Context: an optimization exercise on an open-source flow, tuned for small area, a short achievable clock period and few clock cycles per item. The choices shown serve that exercise and are no tape-out recipe. RTL that was checked went through simulation tests only; none was proved equivalent to the original.

the reference run:
Design matrixTpu, start of the top module:
module matrixTpu (
    input  logic         clk,
    input  logic         rst,
    input  logic [13:0]  wrReq,     
    input  logic         start,
    output logic         busy,
    output logic [70:0]  result,    
    output logic         done
);
Size: roughly 2600 cells after synthesis, ~770 flip-flops, about 90 I/O pins, ~35000 sq um of cells after synthesis.
make LEC_CHECK=0 ABC_CLOCK_PERIOD_IN_PS=1800 CAP_MARGIN=20 CORE_MARGIN=2 CORE_UTILIZATION=40 CTS_CLUSTER_DIAMETER=100 CTS_CLUSTER_SIZE=30 SETUP_SLACK_MARGIN=3.2 SLEW_MARGIN=20 finish   # period 5.5 ns
run.sh (not shown) runs the stock make flow with config.mk's settings and CLKGATE_MAP_FILE= SYNTH_SCRIPT=/design/flow/synth_recipe.tcl, a recipe that flattens the netlist after the stock synthesis.
Testbench counts of the reference run, summed over its fixed seeds: cycles 2,944, jobs 128.
Here is what was changed in the inputs of the trial run compared with the reference run.
- CORE_UTILIZATION: 40 -> 55
- ABC_CLOCK_PERIOD_IN_PS: 1800 -> 2200
Notes after the runs:
Compared to the reference run, the trial run has utilization 18 points higher.
Wire length on met1, the trial run and the reference run, higher one = the trial run.
In the flow results for the trial run and the reference run, the placer's final routability congestion estimate is larger on the reference run.
Final design instance area without fill is higher on the reference run
The trial run against the reference run; via count is down slightly.
The trial run and the reference run ended up with roughly the same met3 track utilization from global routing.
The reference run ended up with met5 as its uppermost layer routed; the trial run ended up with met4.
Compared to the reference run, the trial run reaches a lower achievable clock.

---

Starting RTL as in the previous note.
export LEC_CHECK = 0
export ABC_AREA = 1
export ABC_CLOCK_PERIOD_IN_PS = 2200
export CAP_MARGIN = 20
export CORE_MARGIN = 2
export CORE_UTILIZATION = 40
export CTS_CLUSTER_DIAMETER = 100
export CTS_CLUSTER_SIZE = 30
export SETUP_SLACK_MARGIN = 3.2
export SLEW_MARGIN = 20
create_clock -name core_clock -period 5.5 [get_ports {clk}]
Testbench counts at the start, summed over its fixed seeds: cycles 2,944, jobs 128.
Then changed:
Settings changed: ABC_AREA 1 to default, SETUP_SLACK_MARGIN 3.2 to 3.0.
What happened:
- global-route usage came out lower by 2.0 points
- synthesized cell count shrinks by a quarter to a third
- worst hold slack improves by 0.0035 ns
- via count fell by about a fifth
- core utilization came out higher by 0.18 points
- non-clock buffer count went up by 49
Then changed:
Settings changed: ABC_AREA from default to 1, SETUP_SLACK_MARGIN 3.0 to 3.3.
Via count rises by about a fifth. Worst setup slack gets better by 0.17 ns. Fmax is higher by a little under a tenth. Global-route usage rose by 1.7 points. Die area went up by a few percent. Area after synthesis grows by a few percent. Cell count came out higher by about a fifth.
Then changed:
Settings changed: ABC_AREA 1 to default, CAP_MARGIN 20 to 5, SETUP_SLACK_MARGIN 3.3 to 3.2, SLEW_MARGIN 20 to 5.
The changed run ran to the end with no violations.
Sequential share of layout area is lower by 0.76 points.
Worst setup slack is worse by 0.035 ns.
Sequential cell count is unchanged.
First-iteration DRC count came out lower by 31%.
Maximum frequency goes down by 1.4%.
Area after synthesis goes down by 3.9%.
Routed wire length goes down by 8.9%.

---

matrixTpu, a different RTL version from the one above (not shown whole).
Size in the first run: about 880 flip-flops, roughly 90 I/O pins, ~0.039 mm^2 of cells after synthesis.
Design matrixTpu, start of the top module:
module matrixTpu (
    input  logic         clk,
    input  logic         rst,
    input  logic [13:0]  wrReq,     
    input  logic         start,
    output logic         busy,
    output logic [70:0]  result,    
    output logic         done
);
export LEC_CHECK = 0
export ABC_CLOCK_PERIOD_IN_PS = 2500
export CAP_MARGIN = 20
export CORE_MARGIN = 2
export CORE_UTILIZATION = 40
export SETUP_SLACK_MARGIN = 2.8
export SLEW_MARGIN = 20
create_clock -name core_clock -period 5.5 [get_ports {clk}]
Then changed:
CTS_CLUSTER_DIAMETER = 150   (was unset)
CTS_CLUSTER_SIZE = 30   (was unset)
Outcome: The changed run completed with no timing, DRC or antenna violations; sequential cell count is unchanged; global-route usage shrinks by 0.49 points; cell count shrinks by 2.6%; fmax shrinks by 1.6%; die area stays the same; via count shrinks by 2.1%; non-clock buffer count shrinks by 1; final area shrinks by 4.5%; register-to-register slack loses 30 ps.
Then changed:
CORE_UTILIZATION = 65   (was 40)
CTS_CLUSTER_DIAMETER = 100   (was 150)
PLACE_DENSITY = 0.75   (was unset)
=> Worst setup slack loses 100 ps; maximum frequency drops by a few percent; via count grows by a few percent; flip-flop and latch count stays the same; die area drops by well over a third; final area went down slightly; core utilization rises by 27 points; hold slack improved by 9.1 ps; sequential share of layout area went up by 0.62 points.
No run of this note included a check of the RTL's function; only the layout flow was run.

---

trial 57:
matrixTpu, a different RTL version from the one above (not shown whole).
Size: roughly 36000 sq um of cells after synthesis.
Settings: LEC_CHECK=0, ABC_CLOCK_PERIOD_IN_PS=2200, CAP_MARGIN=20, CORE_MARGIN=2, CORE_UTILIZATION=40, CTS_CLUSTER_DIAMETER=100, CTS_CLUSTER_SIZE=30, SETUP_SLACK_MARGIN=3.4, SLEW_MARGIN=20; clock period 5.5 ns.
[inputs] trial 58 vs trial 57
Settings: swapping 3.4 for 3.2 in SETUP_SLACK_MARGIN.
Notes after the runs:
Diff trial 57 -> trial 58: transition at the pin with the smallest max-transition slack rose 0.027 ns; final-layout clock-cell area share fell 0.16 points; global routing usage summed across all routing layers fell 1.5 points.
Trial 57 reports its critical path launch point as ptr[1] while trial 58 reports p1fresh.
Trial 58 ended up with sky130_fd_sc_hd__fa_2 as its cell with the largest stage delay on the worst path; trial 57 ended up with sky130_fd_sc_hd__mux4_2.
Trial 58 -> trial 57: count of multi-input gates flat
No functional check of the RTL was part of any run of this note.

---

matrixTpu, a different RTL version from the one above (not shown whole).
Size: about 720 flip-flops, roughly 35,000 µm² of cells after synthesis.
make LEC_CHECK=0 ABC_AREA=1 ABC_CLOCK_PERIOD_IN_PS=2200 CAP_MARGIN=20 CORE_MARGIN=2 CORE_UTILIZATION=40 CTS_CLUSTER_DIAMETER=100 CTS_CLUSTER_SIZE=30 SETUP_SLACK_MARGIN=3.2 SLEW_MARGIN=20 finish   # period 5.5 ns
The starting point finished clean.
Testbench counts at the start, summed over its fixed seeds: cycles 2,944, jobs 128.
Next try:
CORE_UTILIZATION = 50   (was 40)
Outcome: Sequential cell count stays the same. Design area decreases by 1.1%. Wire length stays flat. Setup slack improves by 0.018 ns. Count of clock-buffer cells in the layout stays the same.
Next try:
CORE_UTILIZATION = 40   (was 50)
SETUP_SLACK_MARGIN = 3.1   (was 3.2)
Maximum frequency went down by about 5.4%.
Core utilization went down by 11 points.
Via count went down by about 2.6%.
Design area went down by 0.57%.
Area after synthesis is unchanged.
Die area went up by 25%.
Next try:
SETUP_SLACK_MARGIN = 3.5   (was 3.1)
Synthesized cell count stays the same.
Die area does not change.
Count of clock-buffer cells in the layout is lower by 3.
Critical path depth came out lower by 3.
Hold slack degrades by 0.0041 ns.
Core utilization rises by 6.9 points.
Clock skew shrinks by 0.010 ns.

---

RTL: one of the versions met above, not the one the previous note started from.
Size: ~770 flip-flops, roughly 90 I/O pins.
Settings: LEC_CHECK=0, ABC_CLOCK_PERIOD_IN_PS=2200, CAP_MARGIN=20, CORE_MARGIN=2, CORE_UTILIZATION=40, CTS_CLUSTER_DIAMETER=100, CTS_CLUSTER_SIZE=30, SETUP_SLACK_MARGIN=3.2, SLEW_MARGIN=20, TNS_END_PERCENT=10; clock period 5.5 ns.
The starting point finished clean.
Testbench counts at the start, summed over its fixed seeds: cycles 2,944, jobs 128.
Next try:
--- a/flow/config.mk
+++ b/flow/config.mk
@@ -6,5 +6,5 @@
 export NUM_CORES = 4
 export LEC_CHECK = 0
-export ABC_CLOCK_PERIOD_IN_PS = 2200
+export ABC_CLOCK_PERIOD_IN_PS = 2000
 export CAP_MARGIN = 20
 export CORE_MARGIN = 2
@@ -12,5 +12,4 @@
 export CTS_CLUSTER_DIAMETER = 100
 export CTS_CLUSTER_SIZE = 30
-export SETUP_SLACK_MARGIN = 3.2
+export SETUP_SLACK_MARGIN = 3.6
 export SLEW_MARGIN = 20
-export TNS_END_PERCENT = 10
Effect:
- The changed run completed with no timing, DRC or antenna violations
- final cell count went up by 5.7%
- setup slack gets worse by 0.022 ns
- global-route usage went up by 2.4 points
- critical path depth went up by 4
Next try:
--- a/flow/config.mk
+++ b/flow/config.mk
@@ -6,10 +6,10 @@
 export NUM_CORES = 4
 export LEC_CHECK = 0
-export ABC_CLOCK_PERIOD_IN_PS = 2000
+export ABC_CLOCK_PERIOD_IN_PS = 2200
 export CAP_MARGIN = 20
 export CORE_MARGIN = 2
-export CORE_UTILIZATION = 40
+export CORE_UTILIZATION = 30
 export CTS_CLUSTER_DIAMETER = 100
 export CTS_CLUSTER_SIZE = 30
-export SETUP_SLACK_MARGIN = 3.6
+export SETUP_SLACK_MARGIN = 3.2
 export SLEW_MARGIN = 20
The changed run finished clean.
Cell area drops by 8.4%.
Setup slack improves by 0.041 ns.
Die area climbs by 33%.
Next try:
--- a/flow/config.mk
+++ b/flow/config.mk
@@ -9,5 +9,5 @@
 export CAP_MARGIN = 20
 export CORE_MARGIN = 2
-export CORE_UTILIZATION = 30
+export CORE_UTILIZATION = 40
 export CTS_CLUSTER_DIAMETER = 100
 export CTS_CLUSTER_SIZE = 30
Effect:
- die area came out lower by 25%
- cell area barely changes
- non-clock buffer count rises by 41
- setup slack is better by 0.053 ns

---

delta:
Another version of the RTL of matrixTpu (not shown whole).
For scale: ~830 flip-flops, about 90 I/O pins, ~37,000 sq um of cells after synthesis.
==> flow/design.v (excerpt) <==
module matrixTpu (
    input  logic         clk,
    input  logic         rst,
    input  logic [13:0]  wrReq,     
    input  logic         start,
    output logic         busy,
    output logic [70:0]  result,    
    output logic         done
);
    logic       wrEn, wrSel;
    logic [3:0] wrAddr;
    logic [7:0] wrData;
    assign wrData = wrReq[7:0];
    assign wrAddr = wrReq[11:8];
    assign wrSel  = wrReq[12];
    assign wrEn   = wrReq[13];
    logic bsy;
    logic wAcc, aAcc, startAcc;
    assign wAcc     = wrEn && !bsy && !wrSel;
    assign aAcc     = wrEn && !bsy &&  wrSel;
    assign startAcc = start && !bsy;
    logic [7:0] wMem [0:15];
    logic [6:0] aMem [0:15];
    always_ff @(posedge clk) begin
        if (wAcc) wMem[wrAddr] <= wrData;
        if (aAcc) aMem[wrAddr] <= wrData[6:0];
    end
    logic [3:0] vld;        
    logic [3:0] pend;       
    logic       bldG;       
    logic [1:0] curR, nxtK;
    logic [1:0] ptr;        
    logic [1:0] rk;         
    logic       inj, injRep;
    logic [1:0] injRow, injK;
    assign injRep = bsy && !vld[ptr] && !pend[ptr] && !(c2v && c2r == ptr);
    assign inj    = aAcc || injRep;
    assign injRow = bsy ? ptr : wrAddr[3:2];
    assign injK   = bsy ? rk  : wrAddr[1:0];
    logic        r0v;
    logic [1:0]  r0r, r0k;
    logic [3:0]  r0one, r0two;    
    logic [2:0]  r0neg;
    logic [31:0] r0w;
    logic        p1v;
    logic [1:0]  p1r, p1k;
    logic        p1fresh;    
    logic [63:0] p1s, p1c;
    logic        cmpl;      
    logic        c2v;       
    logic [1:0]  c2r;
    assign cmpl = p1v && p1k == 2'd3 && pend[p1r];
    always_ff @(posedge clk or posedge rst) begin
        if (rst) begin
            vld  <= '0;
            pend <= '0;
            bldG <= 1'b0;
            curR <= '0;
            nxtK <= '0;
            r0v  <= 1'b0;
            p1v  <= 1'b0;
            rk   <= '0;
        end else begin
            r0v <= inj;
  ...
Settings: LEC_CHECK=0, ABC_CLOCK_PERIOD_IN_PS=2500, CAP_MARGIN=20, CORE_MARGIN=2, CORE_UTILIZATION=40, CTS_CLUSTER_DIAMETER=100, CTS_CLUSTER_SIZE=30, SETUP_SLACK_MARGIN=2.8, SLEW_MARGIN=20; clock period 5.5 ns.
diff inputs: delta => juniper
==> flow/config.mk <==
export PLATFORM = sky130hd
export DESIGN_NAME = matrixTpu
export DESIGN_NICKNAME = matrixTpu
export VERILOG_FILES = /design/flow/design.v
export SDC_FILE = /design/flow/constraint.sdc
export NUM_CORES = 4
export LEC_CHECK = 0
export ABC_CLOCK_PERIOD_IN_PS = 2200
export CAP_MARGIN = 20
export CORE_MARGIN = 2
export CORE_UTILIZATION = 40
export CTS_CLUSTER_DIAMETER = 100
export CTS_CLUSTER_SIZE = 30
export SETUP_SLACK_MARGIN = 3.0
export SLEW_MARGIN = 20
Findings:
- delta -> juniper: design area increased slightly
- Going from delta to juniper, number of buffers other than clock buffers in the final layout rose by about 17%, ratio of cells with drive above 1 in the final layout rose by 4.4 points, clock-buffer cell count fell by about 1.8%.
- Per the final summary, delta finished and its layout is clean on timing, DRC and antenna.
- juniper completed every stage of the flow, and the final layout passed the timing, design-rule and antenna checks.
- Comparing juniper with delta, the clock insertion delay at the later pin of the skew report came out essentially unchanged.
- Looking at end point of the critical path, the wMem[8][6]$_DFFE_PP_ result is from delta; the aMem[11][2]$_DFFE_PP_ one comes from juniper.
- Of delta and juniper, the run reporting the lower number of cells traversed by the worst register-to-register path was delta.
- Wire length, delta and juniper: higher on juniper
No functional check of the RTL was part of any run of this note.

---

matrixTpu, a different RTL version from the one above (not shown whole).
Size: roughly 2800 cells after synthesis, roughly 720 flip-flops, ~90 I/O pins, roughly 0.035 mm2 of cells after synthesis.
==> flow/design.v (excerpt) <==
module matrixTpu (
    input  logic         clk,
    input  logic         rst,
    input  logic [13:0]  wrReq,     
    input  logic         start,
    output logic         busy,
    output logic [70:0]  result,    
    output logic         done
);
    logic       wrEn, wrSel;
    logic [3:0] wrAddr;
    logic [7:0] wrData;
    assign wrData = wrReq[7:0];
    assign wrAddr = wrReq[11:8];
    assign wrSel  = wrReq[12];
    assign wrEn   = wrReq[13];
    logic bsy;
    logic wAcc, aAcc, startAcc;
    assign wAcc     = wrEn && !bsy && !wrSel;
    assign aAcc     = wrEn && !bsy &&  wrSel;
    assign startAcc = start && !bsy;
    logic [7:0] wMem [0:15];
    logic [6:0] aMem [0:15];
    always_ff @(posedge clk) begin
        if (wAcc) wMem[wrAddr] <= wrData;
        if (aAcc) aMem[wrAddr] <= wrData[6:0];
    end
    localparam logic [1:0] HOut = 2'd0, HA = 2'd1, HB = 2'd2, HWork = 2'd3;
    logic [3:0] hv;                 
    logic [1:0] hr [0:3];           
    logic [3:0] pend;               
    logic       bldG;               
    logic [1:0] curR, nxtK;
    logic [3:0] em;                 
    logic [1:0] phase;              
    logic       emit, load, last;
    logic [1:0] src, emitRow;
    logic        r0v;
    logic [1:0]  r0r, r0k;
    logic [3:0]  r0one, r0two;      
    logic [2:0]  r0neg;
    logic [31:0] r0w;
    logic        p1v;
    logic [1:0]  p1r, p1k;
    logic        p1fresh;           
    logic [63:0] p1s, p1c;
    logic        cmpl;              
    assign cmpl = p1v && p1k == 2'd3 && pend[p1r];
    logic       copy;
    logic [1:0] copyTo;
    assign copyTo = !hv[HOut] ? HOut : !hv[HA] ? HA : HB;
    assign copy   = hv[HWork] && !(hv[HOut] && hv[HA] && hv[HB]) && !bsy && !startAcc;
    always_comb begin
        emit    = 1'b0;
        load    = 1'b0;
        src     = HWork;
        emitRow = hr[HOut];
        if (!bsy) begin
            emit = startAcc && hv[HOut] && !wAcc && !(aAcc && wrAddr[3:2] == hr[HOut]);
        end else begin
            case (phase)
                2'd1:    src = HA;
                2'd2:    src = HB;
                default: src = HWork;
            endcase
            emit    = hv[src];
            load    = hv[src];
  ...
clock: 5.5 ns
lec_check: 0
abc_clock_period_in_ps: 2200
cap_margin: 20
core_margin: 2
core_utilization: 40
cts_cluster_diameter: 100
cts_cluster_size: 30
setup_slack_margin: 3.0
slew_margin: 20
The first run finished clean.
Then changed:
SETUP_SLACK_MARGIN = 3.2   (was 3.0)
After rerunning: Die area is unchanged; core utilization is higher by 2.2 points.
No functional check of the RTL was part of any run of this note.

-- static timing again, ports no longer ideal --
How much do the figures lean on ideal ports? The routed layouts below were timed once more, with nothing changed but the port constraints.
Step 1, drivers: a clkbuf_16 drives clk and a buf_2 each remaining input, both assumed.
Step 2 moves the port delays by t, midway between the first and last clock arrival at a register: inputs arrive t later, outputs are due t later. That takes back most of the time a late clock gives input paths.
Three values: ideal, step 1, step 2; two values: the first two.
| run | shift t [ns] | setup WS [ns] | clock arrival spread, ns | slew at the worst register clock pin (ns) | worst slew at a driven data input, ns |
|---|---|---|---|---|---|
| the reference run | 0.655 | 3.011 / 3.011 / 2.596 | 0.038 / 0.038 | 0.12 / 0.12 | 0.09 |
| the trial run | 0.645 | 2.973 / 2.973 / 2.585 | 0.022 / 0.023 | 0.12 / 0.12 | 0.03 |
| the first run of note 2 | 0.662 | 2.984 / 2.984 / 2.566 | 0.075 / 0.074 | 0.12 / 0.12 | 0.08 |
| the second run of note 2 | 0.714 | 2.871 / 2.871 / 2.342 | 0.044 / 0.044 | 0.11 / 0.11 | 0.06 |
| the third run of note 2 | 0.643 | 3.046 / 3.046 / 2.752 | 0.049 / 0.049 | 0.12 / 0.12 | 0.08 |
| the fourth run of note 2 | 0.656 | 3.011 / 3.011 / 2.595 | 0.037 / 0.036 | 0.12 / 0.12 | 0.08 |
| the first run of note 3 | 0.722 | 2.839 / 2.791 / 2.174 | 0.030 / 0.030 | 0.06 / 0.06 | 0.07 |
| the second run of note 3 | 0.664 | 2.796 / 2.808 / 2.155 | 0.035 / 0.034 | 0.12 / 0.12 | 0.07 |
| the third run of note 3 | 0.646 | 2.694 / 2.721 / 2.075 | 0.040 / 0.040 | 0.12 / 0.12 | 0.08 |
| trial 57 | 0.671 | 2.939 / 2.939 / 2.508 | 0.045 / 0.045 | 0.12 / 0.12 | 0.07 |
| trial 58 | 0.711 | 2.943 / 2.943 / 2.515 | 0.035 / 0.036 | 0.12 / 0.12 | 0.06 |
| the first run of note 5 | 0.696 | 3.123 / 3.101 / 2.573 | 0.040 / 0.041 | 0.12 / 0.12 | 0.07 |
| the second run of note 5 | 0.688 | 3.141 / 3.133 / 2.671 | 0.036 / 0.036 | 0.12 / 0.12 | 0.06 |
| the third run of note 5 | 0.686 | 3.007 / 2.999 / 2.313 | 0.044 / 0.044 | 0.12 / 0.12 | 0.07 |
| the fourth run of note 5 | 0.692 | 3.085 / 3.023 / 2.755 | 0.039 / 0.039 | 0.12 / 0.12 | 0.07 |
| the first run of note 6 | 0.707 | 2.938 / 2.957 / 2.267 | 0.075 / 0.074 | 0.12 / 0.12 | 0.07 |
| the second run of note 6 | 0.642 | 2.916 / 2.916 / 2.571 | 0.057 / 0.058 | 0.12 / 0.12 | 0.08 |
| the third run of note 6 | 0.665 | 2.958 / 2.958 / 2.556 | 0.054 / 0.054 | 0.12 / 0.12 | 0.07 |
| the fourth run of note 6 | 0.655 | 3.011 / 3.011 / 2.596 | 0.038 / 0.038 | 0.12 / 0.12 | 0.09 |
| delta | 0.641 | 2.821 / 2.814 / 2.220 | 0.064 / 0.064 | 0.12 / 0.12 | 0.06 |
| juniper | 0.657 | 2.935 / 2.960 / 2.303 | 0.033 / 0.033 | 0.12 / 0.12 | 0.06 |
| the first run of note 8 | 0.708 | 2.917 / 2.886 / 2.253 | 0.057 / 0.057 | 0.12 / 0.12 | 0.07 |
| the second run of note 8 | 0.709 | 2.914 / 2.914 / 2.508 | 0.050 / 0.050 | 0.12 / 0.12 | 0.06 |
After both steps setup and hold are still met in every run listed. The setup slack of the third run of note 5, which loses most, moves by -0.008 ns with the drivers and by -0.694 ns with both steps.
